Context: an optimization exercise on an open-source flow, tuned for a short achievable clock period and few clock cycles per item. The choices shown serve that exercise and are no tape-out recipe.
No run shown here included a check of the RTL's function; only the layout flow was run.
In every run shown here, the design's own scripts or RTL, not TritonCTS, make the clock network.
The clock port is modelled as an ideal driver, which makes a skipped or thinned clock tree look cheaper than it is; a real chip needs a root buffer or a tree.
No activity file was given, so power comes from the tool's default toggle rates.

[design.v]
`default_nettype none
package pcie_ingress_pkg;
  localparam int BUF_ADDR_W = 11;
  localparam logic [4:0] TYPE_MWR = 5'b00000;
  localparam logic [4:0] TYPE_CPL = 5'b01010;
  localparam logic [1:0] M_HDR   = 2'd0;
  localparam logic [1:0] M_MWR   = 2'd1;
  localparam logic [1:0] M_CPL   = 2'd2;
  localparam logic [1:0] M_DRAIN = 2'd3;
endpackage
`default_nettype wire
`default_nettype none
module ingress_fifo (
  input  wire         clk,
  input  wire         rst,
  input  wire         i_push,
  input  wire [32:0]  i_beat,
  output logic        o_valid,
  output logic [31:0] o_data,
  output logic        o_last,
  output logic        o_credit_return
);
  always_ff @(posedge clk) begin
    if (rst) o_credit_return <= 1'b0;
    else     o_credit_return <= i_push;
  end
  always_ff @(posedge clk) begin
    o_valid <= i_push;
    o_data <= i_beat[32:1];
    o_last <= i_beat[0];
  end
endmodule
`default_nettype wire
`default_nettype none
module tlp_router (
  input  wire         clk,
  input  wire         rst,
  input  wire         i_valid,
  input  wire [31:0]  i_data,
  input  wire         i_last,
  output logic        o_ev,         
  output logic [31:0] o_data,       
  output logic [31:0] o_addr,       
  output logic        o_cpl_we,     
  output logic        o_cpl_first,
  output logic        o_cpl_last,
  output logic [7:0]  o_tag,
  output logic [11:0] o_byte_cnt,
  output logic [9:0]  o_dw_cnt,
  output logic [4:0]  o_lower_dw
);
  logic [1:0] mode;
  logic [1:0] hs;
  logic       first;
  logic       is4;
  logic       is_mwr;
  logic       is_cpld;
  logic       hdr_end;
  assign hdr_end = (hs == 2'd3) || (hs == 2'd2 && !is4);
  always_ff @(posedge clk) begin
    if (rst) begin
      mode        <= pcie_ingress_pkg::M_HDR;
      hs          <= 2'd0;
      first       <= 1'b0;
      o_ev        <= 1'b0;
      o_cpl_we    <= 1'b0;
      o_cpl_last  <= 1'b0;
    end else begin
      o_ev       <= i_valid && (mode == pcie_ingress_pkg::M_MWR) && first;
      o_cpl_we   <= i_valid && (mode == pcie_ingress_pkg::M_CPL);
      o_cpl_last <= i_valid && (mode == pcie_ingress_pkg::M_CPL) && i_last;
      if (i_valid) begin
        if (mode == pcie_ingress_pkg::M_HDR) begin
          if (i_last) begin
            hs <= 2'd0;
          end else if (hdr_end) begin
            hs    <= 2'd0;
            first <= 1'b1;
            mode  <= is_mwr  ? pcie_ingress_pkg::M_MWR :
                     is_cpld ? pcie_ingress_pkg::M_CPL : pcie_ingress_pkg::M_DRAIN;
          end else begin
            hs <= hs + 2'd1;
          end
        end else begin
          first <= 1'b0;
          if (i_last) mode <= pcie_ingress_pkg::M_HDR;
        end
      end
    end
  end
  always_ff @(posedge clk) begin
    o_data      <= i_data;
    o_cpl_first <= first;
    if (i_valid && mode == pcie_ingress_pkg::M_HDR) begin
      if (hs == 2'd0) begin
        is4      <= i_data[29];
        is_mwr   <= (i_data[28:24] == pcie_ingress_pkg::TYPE_MWR) && i_data[30];
        is_cpld  <= (i_data[28:24] == pcie_ingress_pkg::TYPE_CPL) && (i_data[30:29] == 2'b10);
        o_dw_cnt <= i_data[9:0];
      end
      if (hs == 2'd1) o_byte_cnt <= i_data[11:0];
      if (hs == 2'd2) begin
        o_tag      <= i_data[15:8];
        o_lower_dw <= i_data[6:2];
      end
      if (hs[1]) o_addr <= i_data;
    end
  end
endmodule
`default_nettype wire
`default_nettype none
module ctrl_reg_decoder (
  input  wire          clk,
  input  wire          rst,
  input  wire [31:0]   i_control_addr_base,
  input  wire          i_ev,
  input  wire [31:0]   i_data,
  input  wire [31:0]   i_addr,
  output logic [225:0] o_regs,
  output logic         o_reg_write_stb,
  output logic         o_update_buf_stb,
  output logic [38:0]  o_cmd
);
  logic [31:0] base_q;
  logic [29:0] nb;
  logic [8:0]  nbl;       
  always_ff @(posedge clk) begin
    base_q <= i_control_addr_base;
    nbl    <= {1'b0, ~base_q[9:2]} + 9'(base_q[1:0] == 2'b00);
  end
  assign nb = ~base_q[31:2];
  logic [29:0] a;
  logic [21:0] ux;
  logic [21:0] uo;
  logic [21:1] ue;
  logic [7:0]  g1;
  logic [7:0]  p1;
  logic        k1;
  logic [2:0]  t1;
  logic        x1;
  assign a  = i_addr[31:2];
  assign ux = a[29:8] ^ nb[29:8];
  assign uo = a[29:8] | nb[29:8];
  assign ue = ~(ux[21:1] ^ uo[20:0]);
  always_ff @(posedge clk) begin
    g1 <= a[7:0] & nbl[7:0];
    p1 <= a[7:0] ^ nbl[7:0];
    k1 <= nbl[8];
    t1 <= {&ue[21:15], &ue[14:8], &ue[7:1]};
    x1 <= ux[0];
  end
  logic [8:0] cy;
  logic [7:0] s2;
  logic       c2;
  logic [2:0] t2;
  logic       x2;
  logic [7:0] gk1, pk1, gk2, pk2, gk3;
  always_comb begin
    for (int i = 0; i < 8; i++) begin
      gk1[i] = (i >= 1) ? g1[i]  | (p1[i]  & g1[i - 1])  : g1[i];
      pk1[i] = (i >= 1) ? p1[i]  & p1[i - 1]             : p1[i];
    end
    for (int i = 0; i < 8; i++) begin
      gk2[i] = (i >= 2) ? gk1[i] | (pk1[i] & gk1[i - 2]) : gk1[i];
      pk2[i] = (i >= 2) ? pk1[i] & pk1[i - 2]            : pk1[i];
    end
    for (int i = 0; i < 8; i++) begin
      gk3[i] = (i >= 4) ? gk2[i] | (pk2[i] & gk2[i - 4]) : gk2[i];
    end
    cy = {gk3, 1'b0};
  end
  always_ff @(posedge clk) begin
    s2 <= p1 ^ cy[7:0];
    c2 <= cy[8] | k1;
    t2 <= t1;
    x2 <= x1;
  end
  logic       up_zero;
  logic       setup3;     
  logic       lowreg3;    
  logic       cmdwin3;    
  logic [3:0] s3;
  assign up_zero = (&t2) && (x2 == c2);
  always_ff @(posedge clk) begin
    setup3  <= up_zero && !s2[7];
    lowreg3 <= up_zero && (s2[7:3] == 5'd0);
    cmdwin3 <= up_zero && (s2[7:4] == 4'h8) && (s2[3:0] <= 4'd10);
    s3      <= s2[3:0];
  end
  logic        ev3;
  logic        ev3b;
  logic [31:0] data3;
  logic [31:0] data3b;
  always_ff @(posedge clk) begin
    if (rst) begin
      ev3  <= 1'b0;
      ev3b <= 1'b0;
    end else begin
      ev3  <= i_ev;
      ev3b <= ev3;
    end
    if (i_ev) data3 <= i_data;
    data3b <= data3;
  end
  logic        rws4;
  logic        ubs4;
  logic        cmd4;
  logic [7:0]  en4;
  logic [1:0]  ubv4;
  logic [2:0]  kind4;
  logic [1:0]  sel4;
  logic        fifo4;
  logic [31:0] data4;
  logic [2:0]  dkind;
  logic [1:0]  dsel;
  logic        dfifo;
  always_comb begin
    dkind = 3'd5;
    dsel  = 2'd0;
    dfifo = 1'b0;
    if (cmdwin3) begin
      case (s3)
        4'd0:    begin dkind = 3'd0; dsel = 2'd0; dfifo = 1'b0; end
        4'd1:    begin dkind = 3'd1; dsel = 2'd1; dfifo = 1'b0; end
        4'd2:    begin dkind = 3'd1; dsel = 2'd1; dfifo = 1'b1; end
        4'd3:    begin dkind = 3'd2; dsel = 2'd1; dfifo = 1'b0; end
        4'd4:    begin dkind = 3'd2; dsel = 2'd1; dfifo = 1'b1; end
        4'd5:    begin dkind = 3'd1; dsel = 2'd2; dfifo = 1'b0; end
        4'd6:    begin dkind = 3'd2; dsel = 2'd2; dfifo = 1'b0; end
        4'd7:    begin dkind = 3'd1; dsel = 2'd3; dfifo = 1'b0; end
        4'd8:    begin dkind = 3'd2; dsel = 2'd3; dfifo = 1'b0; end
        4'd9:    begin dkind = 3'd3; dsel = 2'd0; dfifo = 1'b0; end
        4'd10:   begin dkind = 3'd4; dsel = 2'd0; dfifo = 1'b0; end
        default: ;
      endcase
    end
  end
  always_ff @(posedge clk) begin
    if (rst) begin
      rws4 <= 1'b0;
      ubs4 <= 1'b0;
      cmd4 <= 1'b0;
      en4  <= 8'd0;
    end else begin
      rws4 <= ev3b && setup3;
      cmd4 <= ev3b && !setup3;
      ubs4 <= ev3b && (!setup3 || (lowreg3 && s3[2:0] == 3'd1));
      for (int k = 0; k < 8; k++) en4[k] <= ev3b && lowreg3 && (s3[2:0] == 3'(k));
    end
    ubv4  <= setup3 ? data3b[1:0] : 2'b00;
    kind4 <= dkind;
    sel4  <= dsel;
    fifo4 <= dfifo;
    data4 <= data3b;
  end
  logic        cmd_stb;
  logic [2:0]  cmd_kind;
  logic [1:0]  cmd_sel;
  logic        cmd_fifo;
  logic [31:0] cmd_data;
  always_ff @(posedge clk) begin
    if (rst) begin
      o_regs           <= '0;
      o_reg_write_stb  <= 1'b0;
      o_update_buf_stb <= 1'b0;
      cmd_stb          <= 1'b0;
    end else begin
      o_reg_write_stb  <= rws4;
      o_update_buf_stb <= ubs4;
      cmd_stb          <= cmd4;
      if (en4[0]) o_regs[225:194] <= data4;
      if (en4[2]) o_regs[193:162] <= data4;
      if (en4[3]) o_regs[161:130] <= data4;
      if (en4[4]) o_regs[129:98]  <= data4;
      if (en4[5]) o_regs[97:66]   <= data4;
      if (en4[6]) o_regs[65:34]   <= data4;
      if (en4[7]) o_regs[33:2]    <= data4;
      if (ubs4)   o_regs[1:0]     <= ubv4;
    end
  end
  always_ff @(posedge clk) begin
    cmd_kind <= kind4;
    cmd_sel  <= sel4;
    cmd_fifo <= fifo4;
    cmd_data <= data4;
  end
  assign o_cmd = {cmd_stb, cmd_kind, cmd_sel, cmd_fifo, cmd_data};
endmodule
`default_nettype wire
`default_nettype none
module cpl_buffer_writer (
  input  wire         clk,
  input  wire         rst,
  input  wire         i_we,
  input  wire         i_first,
  input  wire         i_last,
  input  wire [31:0]  i_data,
  input  wire [7:0]   i_tag,
  input  wire [11:0]  i_byte_cnt,
  input  wire [9:0]   i_dw_cnt,
  input  wire [4:0]   i_lower_dw,
  input  wire [10:0]  i_buf_offset,
  output logic [43:0] o_buf,
  output logic [30:0] o_cplt
);
  logic [10:0] off_q;
  logic [5:0]  off_hi1;
  logic [5:0]  lo;
  logic [10:0] start;
  always_ff @(posedge clk) begin
    off_q   <= i_buf_offset;
    off_hi1 <= off_q[10:5] + 6'd1;
    lo      <= {1'b0, off_q[4:0]} + {1'b0, i_lower_dw};
    start   <= {lo[5] ? off_hi1 : off_q[10:5], lo[4:0]};
  end
  logic        w_we;
  logic        w_first;
  logic        w_last;
  logic [31:0] w_data;
  logic [7:0]  w_tag;
  logic [11:0] w_byte_cnt;
  logic [9:0]  w_dw_cnt;
  always_ff @(posedge clk) begin
    if (rst) w_we <= 1'b0;
    else     w_we <= i_we;
    w_first    <= i_first;
    w_last     <= i_last;
    w_data     <= i_data;
    w_tag      <= i_tag;
    w_byte_cnt <= i_byte_cnt;
    w_dw_cnt   <= i_dw_cnt;
  end
  logic        we;
  logic [10:0] addr;
  logic [10:0] last_addr;    
  logic [10:0] next_addr;
  logic [10:0] ones;         
  logic [31:0] data;
  logic        cplt_stb;
  logic [7:0]  tag;
  logic [11:0] byte_cnt;
  logic [9:0]  dw_cnt;
  always_comb begin
    for (int i = 0; i < 11; i++) ones[i] = &(last_addr | ~11'((1 << i) - 1));
    next_addr = w_first ? start : (last_addr ^ ones);
  end
  always_ff @(posedge clk) begin
    if (rst) begin
      we       <= 1'b0;
      cplt_stb <= 1'b0;
    end else begin
      we       <= w_we;
      cplt_stb <= w_we && w_last;
    end
  end
  always_ff @(posedge clk) begin
    data     <= w_data;
    tag      <= w_tag;
    byte_cnt <= w_byte_cnt;
    dw_cnt   <= w_dw_cnt;
    addr     <= next_addr;
    if (w_we) last_addr <= next_addr;
  end
  assign o_buf  = {we, addr, data};
  assign o_cplt = {cplt_stb, tag, byte_cnt, dw_cnt};
endmodule
`default_nettype wire
`default_nettype none
module pcie_ingress_top (
  input  wire                                    clk,
  input  wire                                    rst,
  input  wire                                    i_beat_valid,
  input  wire [32:0]                             i_beat,
  input  wire [31:0]                             i_control_addr_base,
  input  wire [pcie_ingress_pkg::BUF_ADDR_W-1:0] i_buf_offset,
  output logic                                   o_credit_return,
  output logic [225:0]                           o_regs,
  output logic                                   o_reg_write_stb,
  output logic                                   o_update_buf_stb,
  output logic [38:0]                            o_cmd,
  output logic [43:0]                            o_buf,
  output logic [30:0]                            o_cplt
);
  logic        b_valid;
  logic [31:0] b_data;
  logic        b_last;
  logic        ev;
  logic [31:0] r_data;
  logic [31:0] r_addr;
  logic        cpl_we;
  logic        cpl_first;
  logic        cpl_last;
  logic [7:0]  tag;
  logic [11:0] byte_cnt;
  logic [9:0]  dw_cnt;
  logic [4:0]  lower_dw;
  ingress_fifo u_fifo (
    .clk             (clk),
    .rst             (rst),
    .i_push          (i_beat_valid),
    .i_beat          (i_beat),
    .o_valid         (b_valid),
    .o_data          (b_data),
    .o_last          (b_last),
    .o_credit_return (o_credit_return)
  );
  tlp_router u_router (
    .clk         (clk),
    .rst         (rst),
    .i_valid     (b_valid),
    .i_data      (b_data),
    .i_last      (b_last),
    .o_ev        (ev),
    .o_data      (r_data),
    .o_addr      (r_addr),
    .o_cpl_we    (cpl_we),
    .o_cpl_first (cpl_first),
    .o_cpl_last  (cpl_last),
    .o_tag       (tag),
    .o_byte_cnt  (byte_cnt),
    .o_dw_cnt    (dw_cnt),
    .o_lower_dw  (lower_dw)
  );
  ctrl_reg_decoder u_reg_dec (
    .clk                 (clk),
    .rst                 (rst),
    .i_control_addr_base (i_control_addr_base),
    .i_ev                (ev),
    .i_data              (r_data),
    .i_addr              (r_addr),
    .o_regs              (o_regs),
    .o_reg_write_stb     (o_reg_write_stb),
    .o_update_buf_stb    (o_update_buf_stb),
    .o_cmd               (o_cmd)
  );
  cpl_buffer_writer u_cpl_wr (
    .clk          (clk),
    .rst          (rst),
    .i_we         (cpl_we),
    .i_first      (cpl_first),
    .i_last       (cpl_last),
    .i_data       (r_data),
    .i_tag        (tag),
    .i_byte_cnt   (byte_cnt),
    .i_dw_cnt     (dw_cnt),
    .i_lower_dw   (lower_dw),
    .i_buf_offset (i_buf_offset),
    .o_buf        (o_buf),
    .o_cplt       (o_cplt)
  );
endmodule
`default_nettype wire
[flow/run.sh]
#!/bin/bash
# Standard layout, except that the clock tree built by the CTS step is replaced
# by a two-level balanced tree of clock inverters (flow/myct.tcl, run as the
# CTS step's post hook). Two inverter levels keep the clock's polarity.
set -euo pipefail
export MYCT_NL1=4
export MYCT_NLEAF=24
export MYCT_L1CELL=sky130_fd_sc_hd__clkinv_16
export MYCT_LEAFCELL=sky130_fd_sc_hd__clkinv_8
export POST_CTS_TCL="$PWD/flow/myct.tcl"
bash standard.sh finish > standard.log 2>&1
[flow/myct.tcl]
# Rebuild the clock tree as two balanced levels of clock buffers or inverters
# (two inverter levels keep the clock's polarity).
# The clock port drives NL1 first-level cells; each of those drives a group of
# leaf cells, each leaf drives a cluster of flip-flops found by recursive
# bisection of their placed positions.

set ct_nl1   [expr {[info exists ::env(MYCT_NL1)] ? $::env(MYCT_NL1) : 4}]
set ct_nleaf [expr {[info exists ::env(MYCT_NLEAF)] ? $::env(MYCT_NLEAF) : 16}]
set ct_l1cell   [expr {[info exists ::env(MYCT_L1CELL)] ? $::env(MYCT_L1CELL) : "sky130_fd_sc_hd__clkbuf_16"}]
set ct_leafcell [expr {[info exists ::env(MYCT_LEAFCELL)] ? $::env(MYCT_LEAFCELL) : "sky130_fd_sc_hd__clkbuf_16"}]

set db    [ord::get_db]
set block [ord::get_db_block]
set clk   [$block findNet clk]

# collect the sinks behind the existing tree and the tree's buffers
set sinks {}
set bufs {}
set nets {}
set todo [list $clk]
while {[llength $todo]} {
  set net [lindex $todo 0]
  set todo [lrange $todo 1 end]
  foreach it [$net getITerms] {
    if {![$it isInputSignal]} { continue }
    set inst [$it getInst]
    set mname [[$inst getMaster] getName]
    if {[string match "*clkbuf*" $mname] || [string match "*clkinv*" $mname] || [string match "sky130_fd_sc_hd__buf_*" $mname] && [string match "clk*" [$inst getName]]} {
      lappend bufs $inst
      foreach o [$inst getITerms] {
        if {[$o isOutputSignal] && [$o getNet] ne "NULL"} {
          lappend nets [$o getNet]
          lappend todo [$o getNet]
        }
      }
    } else {
      lappend sinks $it
    }
  }
}
puts "myct: [llength $sinks] sinks, removing [llength $bufs] buffers"
# dummy loads the tree synthesis added for balance go with the tree
set ffs {}
set loads {}
foreach it $sinks {
  set inst [$it getInst]
  set mname [[$inst getMaster] getName]
  if {[string match "clkload*" [$inst getName]]} {
    lappend loads $inst
  } elseif {[string match "*df*" $mname]} {
    lappend ffs $it
  } else {
    error "myct: unexpected clock sink $mname [$inst getName]"
  }
}
set sinks $ffs
puts "myct: [llength $sinks] flip-flops, removing [llength $loads] dummy loads"
foreach it $sinks { $it disconnect }
foreach l $loads { odb::dbInst_destroy $l }
foreach b $bufs { odb::dbInst_destroy $b }
foreach n $nets { odb::dbNet_destroy $n }

proc outpin {inst} {
  foreach it [$inst getITerms] {
    if {[$it isOutputSignal]} { return $it }
  }
  error "myct: no output on [$inst getName]"
}

proc sink_xy {it} {
  set bb [[$it getInst] getBBox]
  return [list [expr {([$bb xMin] + [$bb xMax]) / 2}] [expr {([$bb yMin] + [$bb yMax]) / 2}]]
}

# split items (list of {x y payload}) into n groups of near equal size
proc bisect {items n} {
  if {$n <= 1} { return [list $items] }
  set xs {}; set ys {}
  foreach i $items { lappend xs [lindex $i 0]; lappend ys [lindex $i 1] }
  set w [expr {[tcl::mathfunc::max {*}$xs] - [tcl::mathfunc::min {*}$xs]}]
  set h [expr {[tcl::mathfunc::max {*}$ys] - [tcl::mathfunc::min {*}$ys]}]
  set k [expr {$w >= $h ? 0 : 1}]
  set sorted [lsort -integer -index $k $items]
  set n1 [expr {$n / 2}]
  set cut [expr {int(round(double([llength $sorted]) * $n1 / $n))}]
  return [concat [bisect [lrange $sorted 0 [expr {$cut - 1}]] $n1] \
                 [bisect [lrange $sorted $cut end] [expr {$n - $n1}]]]
}

proc centroid {items} {
  set sx 0; set sy 0
  foreach i $items { incr sx [lindex $i 0]; incr sy [lindex $i 1] }
  set n [llength $items]
  return [list [expr {$sx / $n}] [expr {$sy / $n}]]
}

proc place_at {inst xy} {
  set m [$inst getMaster]
  set x [expr {[lindex $xy 0] - [$m getWidth] / 2}]
  set y [expr {[lindex $xy 1] - [$m getHeight] / 2}]
  $inst setLocation $x $y
  $inst setPlacementStatus PLACED
}

set items {}
foreach it $sinks { lappend items [concat [sink_xy $it] [list $it]] }

set l1m   [$db findMaster $ct_l1cell]
set leafm [$db findMaster $ct_leafcell]
set per_l1 [expr {$ct_nleaf / $ct_nl1}]

set gi 0
set li 0
foreach grp [bisect $items $ct_nl1] {
  set l1 [odb::dbInst_create $block $l1m "myct_l1_$gi"]
  set l1net [odb::dbNet_create $block "myct_l1net_$gi"]
  $l1net setSigType CLOCK
  [$l1 findITerm A] connect $clk
  [outpin $l1] connect $l1net
  set leafxy {}
  foreach cl [bisect $grp $per_l1] {
    set lf [odb::dbInst_create $block $leafm "myct_leaf_$li"]
    set lfnet [odb::dbNet_create $block "myct_leafnet_$li"]
    $lfnet setSigType CLOCK
    [$lf findITerm A] connect $l1net
    [outpin $lf] connect $lfnet
    foreach i $cl { [lindex $i 2] connect $lfnet }
    set c [centroid $cl]
    place_at $lf $c
    lappend leafxy $c
    incr li
  }
  place_at $l1 [centroid $leafxy]
  incr gi
}
puts "myct: built $gi first-level and $li leaf buffers"

detailed_placement
estimate_parasitics -placement
report_clock_skew
report_clock_min_period
repair_timing_helper
detailed_placement
check_placement -verbose
report_clock_skew
report_worst_slack -max
report_worst_slack -min
report_clock_latency
report_check_types -max_slew -max_capacitance -violators
[standard.sh]
#!/bin/bash
# synth_recipe.tcl (not shown) runs the flow's synth.tcl, then flattens the netlist and writes it again
# the make line also repeats each setting of config.mk as NAME=value (left out here)
make -C /OpenROAD-flow-scripts/flow DESIGN_CONFIG=/design/flow/config.mk WORK_HOME=/design/flow/orfs CLKGATE_MAP_FILE= SYNTH_SCRIPT=/design/flow/synth_recipe.tcl "${@:-finish}"
[config.mk]
export PLATFORM = sky130hd
export DESIGN_NAME = pcie_ingress_top
export DESIGN_NICKNAME = pcie_ingress_top
export VERILOG_FILES = /design/flow/design.v
export SDC_FILE = /design/flow/constraint.sdc
export NUM_CORES = 4
export LEC_CHECK = 0
export CAP_MARGIN = 20
export CORE_AREA = 5 5 225 225
export CTS_CLUSTER_DIAMETER = 60
export CTS_CLUSTER_SIZE = 30
export DIE_AREA = 0 0 230 230
export SETUP_SLACK_MARGIN = 3.3
export SLEW_MARGIN = 20
[constraint.sdc]
create_clock -name core_clock -period 5.0 [get_ports {clk}]
set_input_delay 1.0000 -clock core_clock [delete_from_list [all_inputs] [get_ports {clk}]]
set_output_delay 1.0000 -clock core_clock [all_outputs]
set_load 0.01 [all_outputs]
==> results of run 1 <==
-- path summary, 6_finish.rpt --
path / from / to / slack [ns] / cells past startpoint
worst max-delay path: u_reg_dec.o_regs[35] / o_regs[35] / 3.28 / 1
worst min-delay path: u_reg_dec.data3b[31] / u_reg_dec.data4[31] / 0.32 / 0
worst max register to register: u_reg_dec.en4[7] / u_reg_dec.o_regs[4] / 3.43 / 3
worst min register to register: u_reg_dec.data3b[31] / u_reg_dec.data4[31] / 0.32 / 0
-- metal layers --
metal | global-route usage, % | vias to the layer above | part of all wire (%) | routed length [microns]
met1 | 26.11 | 5955 | 45 | 23390
met4 | 5.380 | 0 | 2.7 | 1397
li1 | - | 6045 | - | -
met3 | 3.195 | 63 | 5.0 | 2635
met2 | 31.62 | 302 | 48 | 25140
met5 | 0 | - | 0 | 0
-- synth_stat cells, drive strengths merged (2+ instances only) --
cell	n	share of area, %
and3	5	0.14
a21oi	14	0.31
and2	12	0.33
nand3	2	0.045
mux2	16	0.80
xor2	19	0.74
a21o	7	0.23
nor3b	3	0.10
xnor2	23	0.90
clkbuf	13	0.22
a211oi	2	0.067
o21ai	4	0.089
nor4b	3	0.12
nand2	12	0.21
mux2i	227	10
buf	50	1.1
nor2b	11	0.31
nand4	4	0.11
dfxtp	683	61
inv	37	0.62
nor4	4	0.11
o22ai	2	0.056
edfxtp	111	15
nor2	243	4.1
or3	4	0.11
nor3	6	0.16
nand2b	4	0.11
ha	46	2.6
-- logic make-up (layout without fill, tap and decap cells) --
logic type                 Yosys count  in the layout  synth area share, %
buffers and inverters              100            527                1.982
adders and majority gates           47             47                2.650
DFF                                794            794                75.67
muxes                              243            243                10.91
AOI/OAI and AO/OA                   36             36                1.035
xor gates and xnor gates            42             42                1.637
and+or+nand+nor                    318            319                6.118
-- stage by stage --
step | total power (W) | setup WS (ns) | std cells
6_report | 0.009159 | 3.277 | 2623
3_3_place_gp | 0.007112 | 2.571 | 2562
2_1_floorplan | 0.006940 | 3.233 | 1580
5_1_grt | 0.009533 | 3.241 | 2623
3_5_place_dp | 0.007118 | 2.548 | 2562
-- power breakdown --
group | internal (W) | switching (W)
registers | 0.00662 | 0.0000827
logic | 0.000152 | 0.000129
clock network | 0.000277 | 0.00190
-- cell type report --
type | instances | share of cell area [%]
inverter | 65 | 2.259
multi-input combinational | 687 | 17.60
sequential | 794 | 60.55
tap | 615 | 2.676
timing repair buffer | 462 | 16.92
==> impl_metrics.tcl, run 1 <==
set metrics [dict create \
    outcome "timing/DRC/antenna clean" \
    yosys_warnings 4 \
    hold_slack_ns 0.3248 \
    min_path_type "flip-flop to flip-flop" \
    area_growth_pct 27.92 \
    ys_async_sr_fraction_pct 0 \
    stdcell_area_sq_um 28750 \
    place_area_sq_um 27250 \
    fin_crit_sh_pct 34.47 \
    initial_antenna_violation_count 2 \
    yosys_most_used_dff "sky130_fd_sc_hd__dfxtp_1" \
    cp_data_arrival_time_ns 0.72 \
    critical-path-top-delay-family "flip-flops" \
    vdd_drop_max_v 0.0002764 \
    die_span_x_microns 230 \
    final_core_utilization_pct 60.09 \
    path_max_fanout 2 \
    finalSetupTns_ns 0 \
    vias_per_cell 4.714 \
    mostFrequentLayoutCells "sky130_fd_sc_hd__dfxtp_1 (362), sky130_fd_sc_hd__dfxtp_2 (321), sky130_fd_sc_hd__buf_6 (314)" \
    regMostFlops "u_reg_dec.o_regs" \
    cp_num_buf_inv 1 \
    hold_violation_count_in_the_final_report 0 \
    cp-start-kind "flip-flop" \
    mostFrequentLayoutCell "sky130_fd_sc_hd__dfxtp_1" \
    worstPathCellList "buf_6" \
    required_ns 4.00 \
    hpwlAfterDp_microns 36880 \
    initial_utilization_pct 46.97 \
    gpl.final_weighted_congestion 0.7847 \
    antenna-diode-count 0 \
    yosys_cell_types 46 \
    drc 0 \
    ant_nets 0 \
    synthCells 1580 \
    cell_row_count 80 \
    grt_setup_unrepaired "true" \
    critical_path_class "flip-flop to output pin" \
    multi_input_area_sq_um 5059 \
    mappedNetlistNets 1706 \
    max_slew_vio_count 0 \
    detailedRoute.firstIterationViolations 774 \
    portBuffers 421 \
    power_per_cell_area_nw_per_um2 318.6 \
    io_pins 422 \
    final_number_of_setup_violating_endpoints 0 \
    sequential_cell_area_fraction_in_the_yosys_report_pct 75.67 \
    maxClockFrequency_ghz 0.5802 \
    transition_at_the_pin_with_the_smallest_max_transition_slack_ns 0.9741 \
    grt_max_degree 86 \
    total_via_count_after_detailed_routing 12370 \
    grt_util_all_layers_pct 19.07 \
    power.static_leakage_nw 11.28 \
    syn-mean-instance-area_sq_um 14.22 \
    cts.reportedPaths.clkPinSlew_ns 0.12 \
    critical_path.slowest_cell "sky130_fd_sc_hd__dfxtp_2" \
    overflow 0 \
    filler_cell_count 3783 \
    route.final.wire_length_microns 52560 \
    fin_worst_skew_ns 0.02124 \
    layout-drive-gt1-share_pct 37.10 \
    synth.ff_latch_count 794 \
    die_area_sq_um 52900 \
    largest_register_ff_count 226 \
    count_of_flip_flops_with_a_built_in_enable_after_synthesis 111 \
    clk-insertion-delay-late_ns 0.24 \
    slew_headroom_pct 35.06 \
    max_cap_violations 0 \
    netlist_area_sq_um 22480 \
    vertical_extent_of_the_die_microns 230 \
    grt_pass1_vias 12030 \
    cp-end-kind "output pin" \
    crit_path_max_incr_delay_ns 0.38 \
    finalWorstPathRequiredPeriod_ns 1.723 \
    drt-wirelength-per-cell_microns 20.04 \
    nets 2136 \
    drt_first_pass_iters 5 \
    ff_latch_area_sq_um 17410 \
    placeableCoreArea_sq_um 47850 \
    grt_first_pass_wirelength_microns 77490 \
    cts_sinks 794 \
]
==> run 2: changes to the inputs <==
--- a/config.mk
+++ b/config.mk
@@ -10,5 +10,5 @@
 export CTS_CLUSTER_DIAMETER = 60
 export CTS_CLUSTER_SIZE = 30
 export DIE_AREA = 0 0 230 230
-export SETUP_SLACK_MARGIN = 3.3
+export SETUP_SLACK_MARGIN = 3.5
 export SLEW_MARGIN = 20
==> run 2 against run 1 <==
  * Synthesized cell count stayed put
  * Combinational power is 7.1% higher
  * Setup slack worse by 0.0043 ns
  * Largest power group unchanged
  * Still clean
  * Via count is 0.29% lower
  * Highest routed layer unchanged
  * Wire length is 0.16% higher
  * Sequential power hardly changed
  * Maximum frequency is 0.25% lower
  * Clock power hardly changed
  * Critical path depth stayed put
==> impl_metrics.tcl, run 2 <==
set metrics [dict create \
    initial_utilization_pct 46.97 \
    slew_headroom_pct 37.04 \
    worstPathCellList "buf_6" \
    hold_violation_count_in_the_final_report 0 \
    nets 2135 \
    synthTopCellsByArea "sky130_fd_sc_hd__dfxtp_1 (61%), sky130_fd_sc_hd__edfxtp_1 (15%), sky130_fd_sc_hd__mux2i_1 (10%)" \
    dp.cells 2562 \
    die_span_x_microns 230 \
    setup.worst_path.end "o_regs[209]" \
    final_core_utilization_pct 60.49 \
    power.static_leakage_nw 11.19 \
    yosys_cell_types 46 \
    vias_per_cell 4.702 \
    fin_worst_skew_ns 0.02290 \
    layout-drive-gt1-share_pct 37.92 \
    stdcell_area_sq_um 28940 \
    mostFrequentLayoutCell "sky130_fd_sc_hd__dfxtp_1" \
    min_path_type "flip-flop to flip-flop" \
    worst-r2r-cell-count 6 \
    post-synth-top-count-cell "sky130_fd_sc_hd__dfxtp_1" \
    final_number_of_setup_violating_endpoints 0 \
    grt_setup_unrepaired "true" \
    drc 0 \
    clkPwrFrac_pct 23.7 \
    io_pins 422 \
    critical_path.startpoint "u_reg_dec.o_regs[209]" \
    synth_area_leader_cell "sky130_fd_sc_hd__dfxtp_1" \
    path_max_fanout 2 \
    largest_register_ff_count 226 \
    netlist_area_sq_um 22480 \
    required_ns 4.00 \
    filler_cell_count 3874 \
    final.setup.worst_slack_ns 3.272 \
    syn-mean-instance-area_sq_um 14.22 \
    portBuffers 421 \
    overflow 0 \
    yosys_warnings 4 \
    top_cell_type_s_share_of_synthesized_area_pct 60.84 \
    rrSetupSlack_ns 3.51 \
    ff_latch_area_sq_um 17420 \
    drt_first_pass_iters 5 \
    cp_num_buf_inv 1 \
    preCtsSetupSlack_ns 2.599 \
    critical-path-top-delay-family "flip-flops" \
    critical_path_class "flip-flop to output pin" \
    finalWorstPathRequiredPeriod_ns 1.728 \
    multi_input_area_sq_um 5151 \
    detailedRoute.firstIterationViolations 638 \
    grt_max_degree 58 \
    outcome "timing/DRC/antenna clean" \
    route.final.wire_length_microns 52650 \
    yosys_most_used_dff "sky130_fd_sc_hd__dfxtp_1" \
    area_growth_pct 28.76 \
    total_via_count_after_detailed_routing 12330 \
    placeableCoreArea_sq_um 47850 \
    swShare_pct 23.05 \
    regMostFlops "u_reg_dec.o_regs" \
    grt_pass1_vias 11800 \
    hpwlAfterDp_microns 36610 \
    maxClockFrequency_ghz 0.5788 \
    final_cell_count_no_fill 2622 \
    max_slew_vio_count 0 \
    cp_data_arrival_time_ns 0.73 \
    crit_path_max_incr_delay_ns 0.38 \
    cp-end-kind "output pin" \
    ys_top_cells_by_count "sky130_fd_sc_hd__dfxtp_1 (683), sky130_fd_sc_hd__nor2_1 (242), sky130_fd_sc_hd__mux2i_1 (227), sky130_fd_sc_hd__edfxtp_1 (111), sky130_fd_sc_hd__ha_1 (46)" \
    clk-insertion-delay-late_ns 0.24 \
    cts.reportedPaths.clkPinSlew_ns 0.12 \
    place_area_sq_um 27270 \
    cts_sinks 794 \
    internal-power_w 0.007063 \
    transition_at_the_pin_with_the_smallest_max_transition_slack_ns 0.9444 \
    antenna-diode-count 0 \
    vertical_extent_of_the_die_microns 230 \
    die_area_sq_um 52900 \
    synthCells 1580 \
    power_per_cell_area_nw_per_um2 317.2 \
    drt-wirelength-per-cell_microns 20.08 \
    grt_first_pass_wirelength_microns 76080 \
    ys_async_sr_fraction_pct 0 \
    cell_row_count 80 \
    rr_endpoint "u_reg_dec.nbl[7]" \
    synth.ff_latch_count 794 \
    critical_path_depth 1 \
    combPwrFrac_pct 3.3 \
    sequential_cell_area_fraction_in_the_yosys_report_pct 75.67 \
    grt_util_all_layers_pct 18.79 \
    share_seq_of_total_power_pct 73.0 \
    fin_crit_sh_pct 34.55 \
    ant_nets 0 \
    mostFrequentLayoutCells "sky130_fd_sc_hd__dfxtp_1 (358), sky130_fd_sc_hd__dfxtp_2 (323), sky130_fd_sc_hd__buf_6 (314)" \
    initial_antenna_violation_count 1 \
    mappedNetlistNets 1706 \
    switchingPower_w 0.002116 \
    finalSetupTns_ns 0 \
    critical_path.slowest_cell "sky130_fd_sc_hd__dfxtp_2" \
    max_cap_violations 0 \
    count_of_flip_flops_with_a_built_in_enable_after_synthesis 111 \
    gpl.final_weighted_congestion 0.7836 \
    cp-start-kind "flip-flop" \
    worstReg2RegStart "u_reg_dec.base_q[1]" \
    vdd_drop_max_v 0.0002558 \
]
==> run 2: logic make-up after synthesis <==
| group | count (synthesis) | share of synthesized area [%] |
|---|---|---|
| AOI/OAI and AO/OA | 36 | 1.035 |
| DFF | 794 | 75.67 |
| and+or+nand+nor | 318 | 6.118 |
| adders and majority gates | 47 | 2.650 |
| muxes | 243 | 10.91 |
| buffers and inverters | 100 | 1.982 |
| xor gates and xnor gates | 42 | 1.637 |
==> run 2: power groups by stage <==
stage	clock, W	combinational (W)	sequential (W)
6_report	0.00218	0.000300	0.00670
5_1_grt	0.00250	0.000329	0.00673
3_5_place_dp	0	0.000275	0.00684
3_3_place_gp	0	0.000272	0.00684
2_1_floorplan	0	0.000151	0.00681
==> run 2: how the worst min path moves through the flow <==
stage	from	endpoint	slack (ns)	cells after the start
after global routing	u_cpl_wr.w_data[9]	u_cpl_wr.data[9]	0.33	0
after detailed placement	u_cpl_wr.w_tag[6]	u_cpl_wr.tag[6]	0.31	0
final	u_cpl_wr.w_data[21]	u_cpl_wr.data[21]	0.33	0
after global placement	u_reg_dec.data3b[23]	u_reg_dec.data4[23]	0.31	0
after floorplan	u_cpl_wr.w_byte_cnt[0]	u_cpl_wr.byte_cnt[0]	0.31	0
==> run 2: through the flow <==
stage	power, W	hold WS [ns]
after floorplan	0.006965	0.3096
final	0.009180	0.3298
after global placement	0.007110	0.3102
after global routing	0.009552	0.3335
after detailed placement	0.007117	0.3121
==> run 2: area by class of cell <==
type	instances	share of cell area, %
flip-flops and latches	794	60.19
multi-input cells	687	17.80
repair buffers	461	17.11
well taps	615	2.659
inverters	65	2.244
==> run 2: routing by layer <==
metal | vias to the layer above | share of wire (%) | GRT usage [%]
li1 | 6054 | - | -
met1 | 5919 | 44 | 24.73
met2 | 305 | 49 | 32.02
met3 | 51 | 5.4 | 4.293
met4 | 0 | 2.1 | 4.147
met5 | - | 0 | 0
==> run 3: changes to the inputs <==
==> flow/run.sh (replaced) <==
#!/bin/bash
# Standard layout, except that the clock tree built by the CTS step is replaced
# by a two-level balanced tree of clock inverters (flow/myct.tcl, run as the
# CTS step's post hook). Two inverter levels keep the clock's polarity.
# Output flip-flops are also moved next to their output buffers (MYCT_PULL).
set -euo pipefail
export MYCT_NL1=4
export MYCT_NLEAF=32
export MYCT_PULL=1
export MYCT_L1CELL=sky130_fd_sc_hd__clkinv_16
export MYCT_LEAFCELL=sky130_fd_sc_hd__clkinv_8
export POST_CTS_TCL="$PWD/flow/myct.tcl"
bash standard.sh finish > standard.log 2>&1
--- a/flow/myct.tcl
+++ b/flow/myct.tcl
@@ -67,6 +67,36 @@
   error "myct: no output on [$inst getName]"
 }
 
+# Output flip-flops: the strongest drive of their cell type, and placed by
+# their port's output buffer (legalized below).
+proc pull_output_flops {} {
+  set db [ord::get_db]
+  set block [ord::get_db_block]
+  set n 0
+  foreach bt [$block getBTerms] {
+    if {[$bt getIoType] ne "OUTPUT"} { continue }
+    set net [$bt getNet]
+    if {$net eq "NULL"} { continue }
+    set buf ""
+    foreach it [$net getITerms] { if {[$it isOutputSignal]} { set buf [$it getInst] } }
+    if {$buf eq ""} { continue }
+    set in ""
+    foreach it [$buf getITerms] { if {[$it isInputSignal]} { set in [$it getNet] } }
+    if {$in eq "" || $in eq "NULL"} { continue }
+    set ff ""
+    foreach it [$in getITerms] { if {[$it isOutputSignal]} { set ff [$it getInst] } }
+    if {$ff eq ""} { continue }
+    set mname [[$ff getMaster] getName]
+    if {![regexp {^(sky130_fd_sc_hd__dfxtp)_\d+$} $mname -> base]} { continue }
+    set big [$db findMaster "${base}_4"]
+    if {$big ne "NULL" && $big ne [$ff getMaster]} { $ff swapMaster $big }
+    set loc [$buf getLocation]
+    $ff setLocation [lindex $loc 0] [lindex $loc 1]
+    incr n
+  }
+  puts "myct: pulled $n output flip-flops to their output buffers"
+}
+
 proc sink_xy {it} {
   set bb [[$it getInst] getBBox]
   return [list [expr {([$bb xMin] + [$bb xMax]) / 2}] [expr {([$bb yMin] + [$bb yMax]) / 2}]]
@@ -101,6 +131,8 @@
   $inst setLocation $x $y
   $inst setPlacementStatus PLACED
 }
+
+if {[info exists ::env(MYCT_PULL)] && $::env(MYCT_PULL)} { pull_output_flops }
 
 set items {}
 foreach it $sinks { lappend items [concat [sink_xy $it] [list $it]] }
--- a/config.mk
+++ b/config.mk
@@ -10,5 +10,5 @@
 export CTS_CLUSTER_DIAMETER = 60
 export CTS_CLUSTER_SIZE = 30
 export DIE_AREA = 0 0 230 230
-export SETUP_SLACK_MARGIN = 3.5
+export SETUP_SLACK_MARGIN = 3.3
 export SLEW_MARGIN = 20
==> run 3 against run 2 <==
  * Still clean on timing, DRC and antenna
  * Critical path depth unchanged
  * Critical path type unchanged
  * Total power increased by 0.38%
  * Global-route usage increased by 3.4 points
  * Critical endpoint is now o_regs[192]
  * Core utilization increased by 3.2 points
  * Clock power increased by 9.6%
  * Die area unchanged
  * Final cell count increased by 2.9%
==> impl_metrics.tcl, run 3 <==
set metrics [dict create \
    mappedNetlistNets 1706 \
    drt_first_pass_iters 5 \
    yosys_warnings 4 \
    finalWorstPathRequiredPeriod_ns 1.754 \
    worstPathCellList "buf_6" \
    hold_violation_count_in_the_final_report 0 \
    hpwlAfterDp_microns 36880 \
    fin_worst_skew_ns 0.03267 \
    critical_path.slowest_cell "sky130_fd_sc_hd__dfxtp_4" \
    grt_setup_unrepaired "true" \
    synth.ff_latch_count 794 \
    yosys_most_used_dff "sky130_fd_sc_hd__dfxtp_1" \
    io_pins 422 \
    clk-insertion-delay-late_ns 0.27 \
    syn-mean-instance-area_sq_um 14.22 \
    power_per_cell_area_nw_per_um2 302.4 \
    final_number_of_setup_violating_endpoints 0 \
    slew_headroom_pct 35.50 \
    critical-path-top-delay-family "flip-flops" \
    yosys_cell_types 46 \
    route.final.wire_length_microns 61180 \
    fin_crit_sh_pct 35.09 \
    drt-wirelength-per-cell_microns 22.67 \
    vdd_drop_max_v 0.0002458 \
    synthTopCellsByArea "sky130_fd_sc_hd__dfxtp_1 (61%), sky130_fd_sc_hd__edfxtp_1 (15%), sky130_fd_sc_hd__mux2i_1 (10%)" \
    nets 2211 \
    cell_row_count 80 \
    die_span_x_microns 230 \
    overflow 0 \
    placeableCoreArea_sq_um 47850 \
    max_slew_vio_count 0 \
    cts.reportedPaths.clkPinSlew_ns 0.10 \
    path_max_fanout 2 \
    power.static_leakage_nw 11.88 \
    mostFrequentLayoutCells "sky130_fd_sc_hd__buf_6 (343), sky130_fd_sc_hd__dfxtp_4 (343), sky130_fd_sc_hd__dfxtp_1 (332)" \
    grt_pass1_vias 13550 \
    largest_register_ff_count 226 \
    netlist_area_sq_um 22480 \
    vias_per_cell 4.868 \
    top_cell_type_s_share_of_synthesized_area_pct 60.84 \
    required_ns 4.00 \
    synth_area_leader_cell "sky130_fd_sc_hd__dfxtp_1" \
    maxClockFrequency_ghz 0.5700 \
    initial_utilization_pct 46.97 \
    ant_nets 0 \
    gpl.final_weighted_congestion 0.7847 \
    cts_sinks 794 \
    regMostFlops "u_reg_dec.o_regs" \
    crit_path_max_incr_delay_ns 0.36 \
    ys_async_sr_fraction_pct 0 \
    cp_data_arrival_time_ns 0.75 \
    ys_top_cells_by_count "sky130_fd_sc_hd__dfxtp_1 (683), sky130_fd_sc_hd__nor2_1 (242), sky130_fd_sc_hd__mux2i_1 (227), sky130_fd_sc_hd__edfxtp_1 (111), sky130_fd_sc_hd__ha_1 (46)" \
    outcome "timing/DRC/antenna clean" \
    grt_max_degree 86 \
    cp-start-kind "flip-flop" \
    count_of_flip_flops_with_a_built_in_enable_after_synthesis 111 \
    swShare_pct 24.82 \
    detailedRoute.firstIterationViolations 807 \
    transition_at_the_pin_with_the_smallest_max_transition_slack_ns 0.9675 \
    cp-end-kind "output pin" \
    cp_num_buf_inv 1 \
    rrSetupSlack_ns 3.39 \
    final_core_utilization_pct 63.70 \
    synthCells 1580 \
    clkPwrFrac_pct 25.9 \
    switchingPower_w 0.002287 \
    internal-power_w 0.006928 \
    area_growth_pct 35.60 \
    post-synth-top-count-cell "sky130_fd_sc_hd__dfxtp_1" \
    min_path_type "flip-flop to flip-flop" \
    combPwrFrac_pct 3.2 \
    max_cap_violations 0 \
    critical_path_class "flip-flop to output pin" \
    share_seq_of_total_power_pct 70.9 \
    finalSetupTns_ns 0 \
    layout-drive-gt1-share_pct 40.81 \
    drc 0 \
    sequential_cell_area_fraction_in_the_yosys_report_pct 75.67 \
    grt_first_pass_wirelength_microns 90740 \
    vertical_extent_of_the_die_microns 230 \
    initial_antenna_violation_count 1 \
    total_via_count_after_detailed_routing 13140 \
    portBuffers 421 \
    grt_util_all_layers_pct 22.20 \
    die_area_sq_um 52900 \
]
[run 3: cell counts after synthesis]
Identical to the previous run, type by type.
[run 3: stage by stage]
| stage | cells | worst slack [ns] | power, W | instance area [sq um] | hold WS, ns |
|---|---|---|---|---|---|
| 2_1_floorplan | 1580 | 3.233 | 0.006940 | 22480 | 0.3096 |
| 3_3_place_gp | 2562 | 2.571 | 0.007112 | 27250 | 0.3103 |
| 3_5_place_dp | 2562 | 2.548 | 0.007118 | 27250 | 0.3121 |
| 5_1_grt | 2698 | 3.218 | 0.009589 | 30470 | 0.3234 |
| 6_report | 2699 | 3.246 | 0.009215 | 30480 | 0.3150 |
[run 3: kinds of logic after synthesis]
family / Yosys count / share of synthesized area, %
buf+inv: 100 / 1.982
fa+ha+maj: 47 / 2.650
xor+xnor: 42 / 1.637
flops: 794 / 75.67
simple gates: 318 / 6.118
mux: 243 / 10.91
compound gates: 36 / 1.035
[run 3: path summary, 6_finish.rpt]
kind,start,to,cells past startpoint
worst min register to register,u_reg_dec.data3b[15],u_reg_dec.data4[15],0
worst min-delay path,u_reg_dec.data3b[15],u_reg_dec.data4[15],0
worst max register to register,u_router.hs[1],u_router.o_byte_cnt[4],3
worst max-delay path,u_reg_dec.o_regs[192],o_regs[192],1
[run 3: per-layer routing]
| metal | GRT usage, % | vias to the layer above | wire, microns |
|---|---|---|---|
| li1 | - | 6201 | - |
| met3 | 5.009 | 105 | 3753 |
| met1 | 30.62 | 6411 | 27110 |
| met4 | 7.883 | 0 | 2409 |
| met5 | 0 | - | 0 |
| met2 | 34.76 | 422 | 27910 |
[run 3: area by class of cell]
| class | count | area (sq um) |
|---|---|---|
| flip-flops and latches | 794 | 18300 |
| fillers | 3438 | 17370 |
| repair buffers | 529 | 5567 |
| multi-input cells | 687 | 5055 |
| inverters | 73 | 779.5 |
| well taps | 615 | 769.5 |
| diodes | 1 | 2.502 |
[run 3: power groups by stage]
| stage | clock [W] | combinational [W] | sequential [W] |
|---|---|---|---|
| after floorplan | 0 | 0.000125 | 0.00681 |
| after global placement | 0 | 0.000274 | 0.00684 |
| after detailed placement | 0 | 0.000277 | 0.00684 |
| after global routing | 0.00272 | 0.000319 | 0.00655 |
| final | 0.00239 | 0.000293 | 0.00653 |
==> run 4: changes to the inputs <==
--- a/flow/run.sh
+++ b/flow/run.sh
@@ -6,7 +6,7 @@
 set -euo pipefail
 export MYCT_NL1=4
 export MYCT_NLEAF=32
-export MYCT_PULL=1
+export MYCT_PULL=0
 export MYCT_L1CELL=sky130_fd_sc_hd__clkinv_16
 export MYCT_LEAFCELL=sky130_fd_sc_hd__clkinv_8
 export POST_CTS_TCL="$PWD/flow/myct.tcl"
==> run 4 against run 3 <==
  * Via count down 5.0%
  * Hold slack better by 0.0069 ns
  * Clock skew down 0.011 ns
  * Core utilization down 3.3 points
  * Register-to-register slack about the same
  * First-iteration DRC count down 9.5%
  * Synthesized cell count unchanged
  * Area after synthesis unchanged
  * Highest routed layer unchanged
==> impl_metrics.tcl, run 4 <==
set metrics [dict create \
    worstPathCellList "buf_6" \
    mostFrequentLayoutCell "sky130_fd_sc_hd__dfxtp_1" \
    sequential_cell_area_fraction_in_the_yosys_report_pct 75.67 \
    yosys_cell_types 46 \
    final.setup.worst_slack_ns 3.258 \
    placeableCoreArea_sq_um 47850 \
    transition_at_the_pin_with_the_smallest_max_transition_slack_ns 0.9764 \
    drt_first_pass_iters 5 \
    cp_data_arrival_time_ns 0.74 \
    synth_area_leader_cell "sky130_fd_sc_hd__dfxtp_1" \
    outcome "timing/DRC/antenna clean" \
    clk-insertion-delay-late_ns 0.26 \
    cp-end-kind "output pin" \
    power.static_leakage_nw 11.34 \
    grt_max_degree 86 \
    crit_path_max_incr_delay_ns 0.38 \
    detailedRoute.firstIterationViolations 730 \
    ant_nets 0 \
    stdcell_area_sq_um 28880 \
    die_area_sq_um 52900 \
    min_path_type "flip-flop to flip-flop" \
    cp-start-kind "flip-flop" \
    vias_per_cell 4.745 \
    hold_violation_count_in_the_final_report 0 \
    synthCells 1580 \
    drc 0 \
    fin_worst_skew_ns 0.02153 \
    initial_utilization_pct 46.97 \
    count_of_flip_flops_with_a_built_in_enable_after_synthesis 111 \
    synth.ff_latch_count 794 \
    ys_top_cells_by_count "sky130_fd_sc_hd__dfxtp_1 (683), sky130_fd_sc_hd__nor2_1 (242), sky130_fd_sc_hd__mux2i_1 (227), sky130_fd_sc_hd__edfxtp_1 (111), sky130_fd_sc_hd__ha_1 (46)" \
    layout-drive-gt1-share_pct 37.40 \
    grt_use_met3_pct 3.393 \
    netlist_area_sq_um 22480 \
    slew_headroom_pct 34.91 \
    hpwlAfterDp_microns 36880 \
    final_number_of_setup_violating_endpoints 0 \
    max_slew_vio_count 0 \
    grt_setup_unrepaired "true" \
    critical_path.slowest_cell "sky130_fd_sc_hd__dfxtp_2" \
    path_max_fanout 2 \
    route.final.wire_length_microns 52760 \
    grt_most_used_layer "met2" \
    maxClockFrequency_ghz 0.5740 \
    cts.reportedPaths.clkPinSlew_ns 0.09 \
    top_cell_type_s_share_of_synthesized_area_pct 60.84 \
    io_pins 422 \
    mappedNetlistNets 1706 \
    yosys_most_used_dff "sky130_fd_sc_hd__dfxtp_1" \
    post-synth-top-count-cell "sky130_fd_sc_hd__dfxtp_1" \
    overflow 0 \
    place_area_sq_um 27250 \
    cts_sinks 794 \
    finalSetupTns_ns 0 \
    gpl.final_weighted_congestion 0.7847 \
    drt-wirelength-per-cell_microns 20.05 \
    cell_row_count 80 \
    regMostFlops "u_reg_dec.o_regs" \
    area_growth_pct 28.49 \
    vertical_extent_of_the_die_microns 230 \
    total_via_count_after_detailed_routing 12480 \
    final_cell_count_no_fill 2631 \
    grt_pass1_vias 12160 \
    filler_cell_count 3772 \
    max_cap_violations 0 \
    initial_antenna_violation_count 2 \
    fin_crit_sh_pct 34.84 \
    global_route.usage.met1_pct 26.07 \
    yosys_warnings 4 \
    grt_first_pass_wirelength_microns 77960 \
    vdd_drop_max_v 0.0002511 \
    critical-path-top-delay-family "flip-flops" \
    ys_async_sr_fraction_pct 0 \
    syn-mean-instance-area_sq_um 14.22 \
    antenna-diode-count 0 \
    die_span_x_microns 230 \
    mostFrequentLayoutCells "sky130_fd_sc_hd__dfxtp_1 (361), sky130_fd_sc_hd__dfxtp_2 (322), sky130_fd_sc_hd__buf_6 (314)" \
    hold_slack_ns 0.3219 \
    critical_path_class "flip-flop to output pin" \
    portBuffers 421 \
    finalWorstPathRequiredPeriod_ns 1.742 \
    largest_register_ff_count 226 \
    dp.cells 2562 \
    preCtsSetupSlack_ns 2.548 \
    grtUsageMet2_pct 31.70 \
    required_ns 4.00 \
    cp_num_buf_inv 1 \
    grt_util_all_layers_pct 19.19 \
    power_per_cell_area_nw_per_um2 323.1 \
    synthTopCellsByArea "sky130_fd_sc_hd__dfxtp_1 (61%), sky130_fd_sc_hd__edfxtp_1 (15%), sky130_fd_sc_hd__mux2i_1 (10%)" \
    nets 2144 \
]
run 4: cell types whose count changed in the layout (fill, tap and decap cells not counted), moves of 29 or more:
cell | before | now
sky130_fd_sc_hd__buf_2 | 0 | 29
sky130_fd_sc_hd__buf_4 | 102 | 36
sky130_fd_sc_hd__buf_6 | 343 | 314
sky130_fd_sc_hd__dfxtp_1 | 332 | 361
sky130_fd_sc_hd__dfxtp_2 | 8 | 322
sky130_fd_sc_hd__dfxtp_4 | 343 | 0
run 4: metrics by stage:
| stage | power (W) | utilization [%] |
|---|---|---|
| 3_3_place_gp | 0.007112 | 56.96 |
| 5_1_grt | 0.009727 | 60.36 |
| 6_report | 0.009331 | 60.36 |
| 3_5_place_dp | 0.007118 | 56.96 |
| 2_1_floorplan | 0.006940 | - |
run 4: worst register-to-register path: stages (launching register included):
cell and delay, ns:
sky130_fd_sc_hd__dfxtp_1 0.36, sky130_fd_sc_hd__inv_1 0.26, sky130_fd_sc_hd__ha_1 0.20, sky130_fd_sc_hd__and3_2 0.45
run 4: worst paths after layout:
check	start	to	slack, ns	cells after the start
worst max-delay path	u_reg_dec.o_regs[35]	o_regs[35]	3.26	1
worst min-delay path	u_reg_dec.data3b[6]	u_reg_dec.data4[6]	0.32	0
worst max register to register	u_router.hs[1]	u_router.o_byte_cnt[8]	3.38	3
worst min register to register	u_reg_dec.data3b[6]	u_reg_dec.data4[6]	0.32	0
run 4: final cells by class:
| cell class | count | area (sq um) | area share [%] |
|---|---|---|---|
| flip-flops and latches | 794 | 17410 | 60.29 |
| multi-input cells | 687 | 5055 | 17.50 |
| repair buffers | 462 | 4865 | 16.85 |
| inverters | 73 | 779.5 | 2.699 |
| well taps | 615 | 769.5 | 2.665 |
run 4: logic make-up (layout without fill, tap and decap cells):
| family | after synthesis | after routing | share of synthesized area, % |
|---|---|---|---|
| AND/OR/NAND/NOR | 318 | 319 | 6.118 |
| adder cells (fa/ha/maj) | 47 | 47 | 2.650 |
| flip-flops | 794 | 794 | 75.67 |
| buffers and inverters | 100 | 535 | 1.982 |
| XOR/XNOR | 42 | 42 | 1.637 |
| multiplexers | 243 | 243 | 10.91 |
| AO/OA/AOI/OAI | 36 | 36 | 1.035 |
run 4: layer usage:
layer	share of wire (%)	vias to the layer above
met4	2.9	0
met5	0	-
met2	48	303
met3	4.7	73
met1	45	6035
li1	-	6073
run 4: report_power, final:
group          leakage [nW]  internal, W  switching [W]
Clock                 0.266     0.000323        0.00203
Combinational          4.29     0.000152       0.000129
Sequential             6.79      0.00662      0.0000822
==> run 5: changes to the inputs <==
--- a/design.v
+++ b/design.v
@@ -190,7 +190,6 @@
   logic        ev3;
   logic        ev3b;
   logic [31:0] data3;
-  logic [31:0] data3b;
   always_ff @(posedge clk) begin
     if (rst) begin
       ev3  <= 1'b0;
@@ -200,7 +199,6 @@
       ev3b <= ev3;
     end
     if (i_ev) data3 <= i_data;
-    data3b <= data3;
   end
   logic        rws4;
   logic        ubs4;
@@ -210,7 +208,6 @@
   logic [2:0]  kind4;
   logic [1:0]  sel4;
   logic        fifo4;
-  logic [31:0] data4;
   logic [2:0]  dkind;
   logic [1:0]  dsel;
   logic        dfifo;
@@ -247,11 +244,10 @@
       ubs4 <= ev3b && (!setup3 || (lowreg3 && s3[2:0] == 3'd1));
       for (int k = 0; k < 8; k++) en4[k] <= ev3b && lowreg3 && (s3[2:0] == 3'(k));
     end
-    ubv4  <= setup3 ? data3b[1:0] : 2'b00;
+    ubv4  <= setup3 ? data3[1:0] : 2'b00;
     kind4 <= dkind;
     sel4  <= dsel;
     fifo4 <= dfifo;
-    data4 <= data3b;
   end
   logic        cmd_stb;
   logic [2:0]  cmd_kind;
@@ -268,13 +264,13 @@
       o_reg_write_stb  <= rws4;
       o_update_buf_stb <= ubs4;
       cmd_stb          <= cmd4;
-      if (en4[0]) o_regs[225:194] <= data4;
-      if (en4[2]) o_regs[193:162] <= data4;
-      if (en4[3]) o_regs[161:130] <= data4;
-      if (en4[4]) o_regs[129:98]  <= data4;
-      if (en4[5]) o_regs[97:66]   <= data4;
-      if (en4[6]) o_regs[65:34]   <= data4;
-      if (en4[7]) o_regs[33:2]    <= data4;
+      if (en4[0]) o_regs[225:194] <= data3;
+      if (en4[2]) o_regs[193:162] <= data3;
+      if (en4[3]) o_regs[161:130] <= data3;
+      if (en4[4]) o_regs[129:98]  <= data3;
+      if (en4[5]) o_regs[97:66]   <= data3;
+      if (en4[6]) o_regs[65:34]   <= data3;
+      if (en4[7]) o_regs[33:2]    <= data3;
       if (ubs4)   o_regs[1:0]     <= ubv4;
     end
   end
@@ -282,7 +278,7 @@
     cmd_kind <= kind4;
     cmd_sel  <= sel4;
     cmd_fifo <= fifo4;
-    cmd_data <= data4;
+    cmd_data <= data3;
   end
   assign o_cmd = {cmd_stb, cmd_kind, cmd_sel, cmd_fifo, cmd_data};
 endmodule
@@ -305,30 +301,31 @@
 );
   logic [10:0] off_q;
   logic [5:0]  off_hi1;
-  logic [5:0]  lo;
+  logic [4:0]  g, p, gk1, pk1, gk2, pk2, gk3;
+  logic [5:0]  cy;
+  logic [4:0]  lo;
   logic [10:0] start;
+  always_comb begin
+    g = off_q[4:0] & i_lower_dw;
+    p = off_q[4:0] ^ i_lower_dw;
+    for (int i = 0; i < 5; i++) begin
+      gk1[i] = (i >= 1) ? g[i]   | (p[i]   & g[i - 1])   : g[i];
+      pk1[i] = (i >= 1) ? p[i]   & p[i - 1]              : p[i];
+    end
+    for (int i = 0; i < 5; i++) begin
+      gk2[i] = (i >= 2) ? gk1[i] | (pk1[i] & gk1[i - 2]) : gk1[i];
+      pk2[i] = (i >= 2) ? pk1[i] & pk1[i - 2]            : pk1[i];
+    end
+    for (int i = 0; i < 5; i++) begin
+      gk3[i] = (i >= 4) ? gk2[i] | (pk2[i] & gk2[i - 4]) : gk2[i];
+    end
+    cy = {gk3, 1'b0};
+    lo = p ^ cy[4:0];
+  end
   always_ff @(posedge clk) begin
     off_q   <= i_buf_offset;
     off_hi1 <= off_q[10:5] + 6'd1;
-    lo      <= {1'b0, off_q[4:0]} + {1'b0, i_lower_dw};
-    start   <= {lo[5] ? off_hi1 : off_q[10:5], lo[4:0]};
-  end
-  logic        w_we;
-  logic        w_first;
-  logic        w_last;
-  logic [31:0] w_data;
-  logic [7:0]  w_tag;
-  logic [11:0] w_byte_cnt;
-  logic [9:0]  w_dw_cnt;
-  always_ff @(posedge clk) begin
-    if (rst) w_we <= 1'b0;
-    else     w_we <= i_we;
-    w_first    <= i_first;
-    w_last     <= i_last;
-    w_data     <= i_data;
-    w_tag      <= i_tag;
-    w_byte_cnt <= i_byte_cnt;
-    w_dw_cnt   <= i_dw_cnt;
+    start   <= {cy[5] ? off_hi1 : off_q[10:5], lo};
   end
   logic        we;
   logic [10:0] addr;
@@ -342,24 +339,24 @@
   logic [9:0]  dw_cnt;
   always_comb begin
     for (int i = 0; i < 11; i++) ones[i] = &(last_addr | ~11'((1 << i) - 1));
-    next_addr = w_first ? start : (last_addr ^ ones);
+    next_addr = i_first ? start : (last_addr ^ ones);
   end
   always_ff @(posedge clk) begin
     if (rst) begin
       we       <= 1'b0;
       cplt_stb <= 1'b0;
     end else begin
-      we       <= w_we;
-      cplt_stb <= w_we && w_last;
+      we       <= i_we;
+      cplt_stb <= i_we && i_last;
     end
   end
   always_ff @(posedge clk) begin
-    data     <= w_data;
-    tag      <= w_tag;
-    byte_cnt <= w_byte_cnt;
-    dw_cnt   <= w_dw_cnt;
+    data     <= i_data;
+    tag      <= i_tag;
+    byte_cnt <= i_byte_cnt;
+    dw_cnt   <= i_dw_cnt;
     addr     <= next_addr;
-    if (w_we) last_addr <= next_addr;
+    if (i_we) last_addr <= next_addr;
   end
   assign o_buf  = {we, addr, data};
   assign o_cplt = {cplt_stb, tag, byte_cnt, dw_cnt};
==> flow/run.sh (replaced) <==
#!/bin/bash
# Standard layout, except that the clock tree built by the CTS step is replaced
# by a two-level balanced tree of clock inverters (flow/myct.tcl, run as the
# CTS step's post hook). Two inverter levels keep the clock's polarity.
set -euo pipefail
export MYCT_NL1=4
export MYCT_NLEAF=28
export MYCT_L1CELL=sky130_fd_sc_hd__clkinv_16
export MYCT_LEAFCELL=sky130_fd_sc_hd__clkinv_8
export POST_CTS_TCL="$PWD/flow/myct.tcl"
bash standard.sh finish > standard.log 2>&1
--- a/flow/myct.tcl
+++ b/flow/myct.tcl
@@ -179,3 +179,10 @@
 report_worst_slack -min
 report_clock_latency
 report_check_types -max_slew -max_capacitance -violators
+set ct_worst 0
+foreach p [get_pins -of_objects [get_nets myct_leafnet_*]] {
+  if {[get_property $p direction] ne "input"} { continue }
+  set sl [get_property $p slew_max]
+  if {$sl > $ct_worst} { set ct_worst $sl }
+}
+puts "myct: worst flip-flop clock slew $ct_worst"
--- a/config.mk
+++ b/config.mk
@@ -6,9 +6,9 @@
 export NUM_CORES = 4
 export LEC_CHECK = 0
 export CAP_MARGIN = 20
-export CORE_AREA = 5 5 225 225
+export CORE_AREA = 5 5 195 195
 export CTS_CLUSTER_DIAMETER = 60
 export CTS_CLUSTER_SIZE = 30
-export DIE_AREA = 0 0 230 230
-export SETUP_SLACK_MARGIN = 3.3
+export DIE_AREA = 0 0 200 200
+export SETUP_SLACK_MARGIN = 3.5
 export SLEW_MARGIN = 20
==> run 5 against run 4 <==
  * Still clean on timing, DRC and antenna
  * Sequential cell count is 135 lower
  * Clock skew is 0.0065 ns lower
  * Critical path depth stayed put
  * Synthesized cell count is 6.7% lower
  * Core utilization is 14 points higher
  * Cell area is 8.3% lower
  * Combinational power is 11% higher
  * Sequential share of layout area is 4.7 points lower
  * Hold slack better by 0.0070 ns
  * Critical path type unchanged
  * Largest cell class unchanged
==> impl_metrics.tcl, run 5 <==
set metrics [dict create \
    outcome "timing/DRC/antenna clean" \
    synthCells 1474 \
    die_area_sq_um 40000 \
    placeableCoreArea_sq_um 35570 \
    largest_register_ff_count 226 \
    max_slew_vio_count 0 \
    cts_sinks 659 \
    route.final.wire_length_microns 50460 \
    initial_antenna_violation_count 9 \
    drt_first_pass_iters 5 \
    preCtsSetupSlack_ns 2.439 \
    overflow 0 \
    ys_top_cells_by_count "sky130_fd_sc_hd__dfxtp_1 (548), sky130_fd_sc_hd__nor2_1 (244), sky130_fd_sc_hd__mux2i_1 (227), sky130_fd_sc_hd__edfxtp_1 (111), sky130_fd_sc_hd__buf_2 (48)" \
    layout-drive-gt1-share_pct 42.15 \
    vertical_extent_of_the_die_microns 200 \
    netlist_area_sq_um 19940 \
    regMostFlops "u_reg_dec.o_regs" \
    finalSetupTns_ns 0 \
    cp-start-kind "flip-flop" \
    dp.cells 2299 \
    detailedRoute.firstIterationViolations 518 \
    grt_setup_unrepaired "true" \
    area_growth_pct 32.75 \
    final_number_of_setup_violating_endpoints 0 \
    clk-insertion-delay-late_ns 0.23 \
    drt-wirelength-per-cell_microns 21.04 \
    count_of_flip_flops_with_a_built_in_enable_after_synthesis 111 \
    ys_async_sr_fraction_pct 0 \
    post-synth-top-count-cell "sky130_fd_sc_hd__dfxtp_1" \
    vias_per_cell 5.103 \
    transition_at_the_pin_with_the_smallest_max_transition_slack_ns 1.053 \
    yosys_warnings 4 \
    cp-end-kind "output pin" \
    initial_utilization_pct 56.05 \
    hpwlAfterDp_microns 34070 \
    mostFrequentLayoutCell "sky130_fd_sc_hd__dfxtp_2" \
    cts.reportedPaths.clkPinSlew_ns 0.09 \
    drc 0 \
    place_area_sq_um 24490 \
    yosys_most_used_dff "sky130_fd_sc_hd__dfxtp_1" \
    grt_first_pass_wirelength_microns 73360 \
    top_cell_type_s_share_of_synthesized_area_pct 55.02 \
    mappedNetlistNets 1600 \
    io_pins 422 \
    min_path_type "flip-flop to flip-flop" \
    power_per_cell_area_nw_per_um2 298.4 \
    hold_violation_count_in_the_final_report 0 \
    grt_max_degree 63 \
    nets 2057 \
    fin_crit_sh_pct 34.09 \
    grt_util_all_layers_pct 24.31 \
    cell_row_count 69 \
    critical-path-top-delay-family "flip-flops" \
    die_span_x_microns 200 \
    sequential_cell_area_fraction_in_the_yosys_report_pct 71.74 \
    cp_data_arrival_time_ns 0.70 \
    critical_path.slowest_cell "sky130_fd_sc_hd__dfxtp_4" \
    maxClockFrequency_ghz 0.5868 \
    path_max_fanout 2 \
    synth_area_leader_cell "sky130_fd_sc_hd__dfxtp_1" \
    ant_nets 0 \
    fin_worst_skew_ns 0.01500 \
    final.setup.worst_slack_ns 3.296 \
    crit_path_max_incr_delay_ns 0.36 \
    gpl.final_weighted_congestion 0.8212 \
    max_cap_violations 0 \
    slew_headroom_pct 29.81 \
    hold_slack_ns 0.3289 \
    power.static_leakage_nw 10.36 \
    mostFrequentLayoutCells "sky130_fd_sc_hd__dfxtp_2 (324), sky130_fd_sc_hd__buf_6 (318), sky130_fd_sc_hd__nor2_1 (243)" \
    stdcell_area_sq_um 26470 \
    vdd_drop_max_v 0.0002992 \
    yosys_cell_types 48 \
    worstPathCellList "buf_6" \
    finalWorstPathRequiredPeriod_ns 1.704 \
    grt_pass1_vias 12100 \
    portBuffers 421 \
    final_cell_count_no_fill 2398 \
    syn-mean-instance-area_sq_um 13.53 \
    synthTopCellsByArea "sky130_fd_sc_hd__dfxtp_1 (55%), sky130_fd_sc_hd__edfxtp_1 (17%), sky130_fd_sc_hd__mux2i_1 (11%)" \
    synth.ff_latch_count 659 \
    required_ns 4.00 \
    cp_num_buf_inv 1 \
    critical_path_class "flip-flop to output pin" \
    total_via_count_after_detailed_routing 12240 \
]
## run 5: cell count changes after synthesis, moves of 4 or more
cell,before,now
sky130_fd_sc_hd__a21oi_1,14,19
sky130_fd_sc_hd__buf_2,44,48
sky130_fd_sc_hd__dfxtp_1,683,548
sky130_fd_sc_hd__mux2_1,16,0
sky130_fd_sc_hd__nand3_1,2,10
sky130_fd_sc_hd__o21ai_0,0,4
sky130_fd_sc_hd__nand4_1,4,10
sky130_fd_sc_hd__o21ai_1,4,0
sky130_fd_sc_hd__o211ai_1,0,6
sky130_fd_sc_hd__a32o_1,0,5
sky130_fd_sc_hd__mux2_2,0,11
## run 5: cell type report
type | count | area, sq um
fillers | 2420 | 9102
inverters | 70 | 718.2
repair buffers | 488 | 5115
well taps | 461 | 576.8
multi-input cells | 712 | 5313
diodes | 8 | 20.02
flip-flops and latches | 659 | 14720
## run 5: through the flow
stage          utilization, %  power (W)
2_1_floorplan               -   0.005836
3_3_place_gp            68.86   0.005980
3_5_place_dp            68.86   0.005988
5_1_grt                 74.41   0.008220
6_report                74.41   0.007899
## run 5: worst paths after layout
check                       from               end  slack [ns]  cells after the start
min reg2reg      u_reg_dec.t1[0]   u_reg_dec.t2[0]        0.33                      0
max          u_reg_dec.o_regs[3]         o_regs[3]        3.30                      1
min              u_reg_dec.t1[0]   u_reg_dec.t2[0]        0.33                      0
max reg2reg  u_reg_dec.base_q[0]  u_reg_dec.nbl[7]        3.53                      6
## run 5: cells by family (layout without fill, tap and decap cells)
group,count (synthesis),count (layout),synth area share (%)
flops,659,659,71.74
simple gates,332,333,7.292
mux,238,238,12.02
buf+inv,104,558,2.335
compound gates,52,52,1.782
fa+ha+maj,47,47,2.987
xor+xnor,42,42,1.845
other cells,0,8,0
## run 5: power by group
group          leakage (nW)  internal [W]  total [W]  switching, W
Clock                 0.239      0.000296    0.00200       0.00170
Sequential             5.65       0.00551    0.00559     0.0000744
Combinational          4.47      0.000169   0.000312      0.000143
Total                  10.4       0.00598    0.00790       0.00192
## run 5: per-layer routing
layer	routed length [microns]	global-route usage, %	vias to the layer above
met5	13	0	-
met4	1765	9.409	2
met3	3551	5.589	83
met2	25360	41.88	356
met1	19780	29.90	5948
li1	-	-	5849

Re-timed with assumed drivers on the ports (clkbuf_16 on the clock, buf_2 on other inputs), run 5 has 3.058 ns of setup slack against 3.296 ns with ideal ports, and 3.065 ns once port delays also move by the mid clock arrival of 0.458 ns.
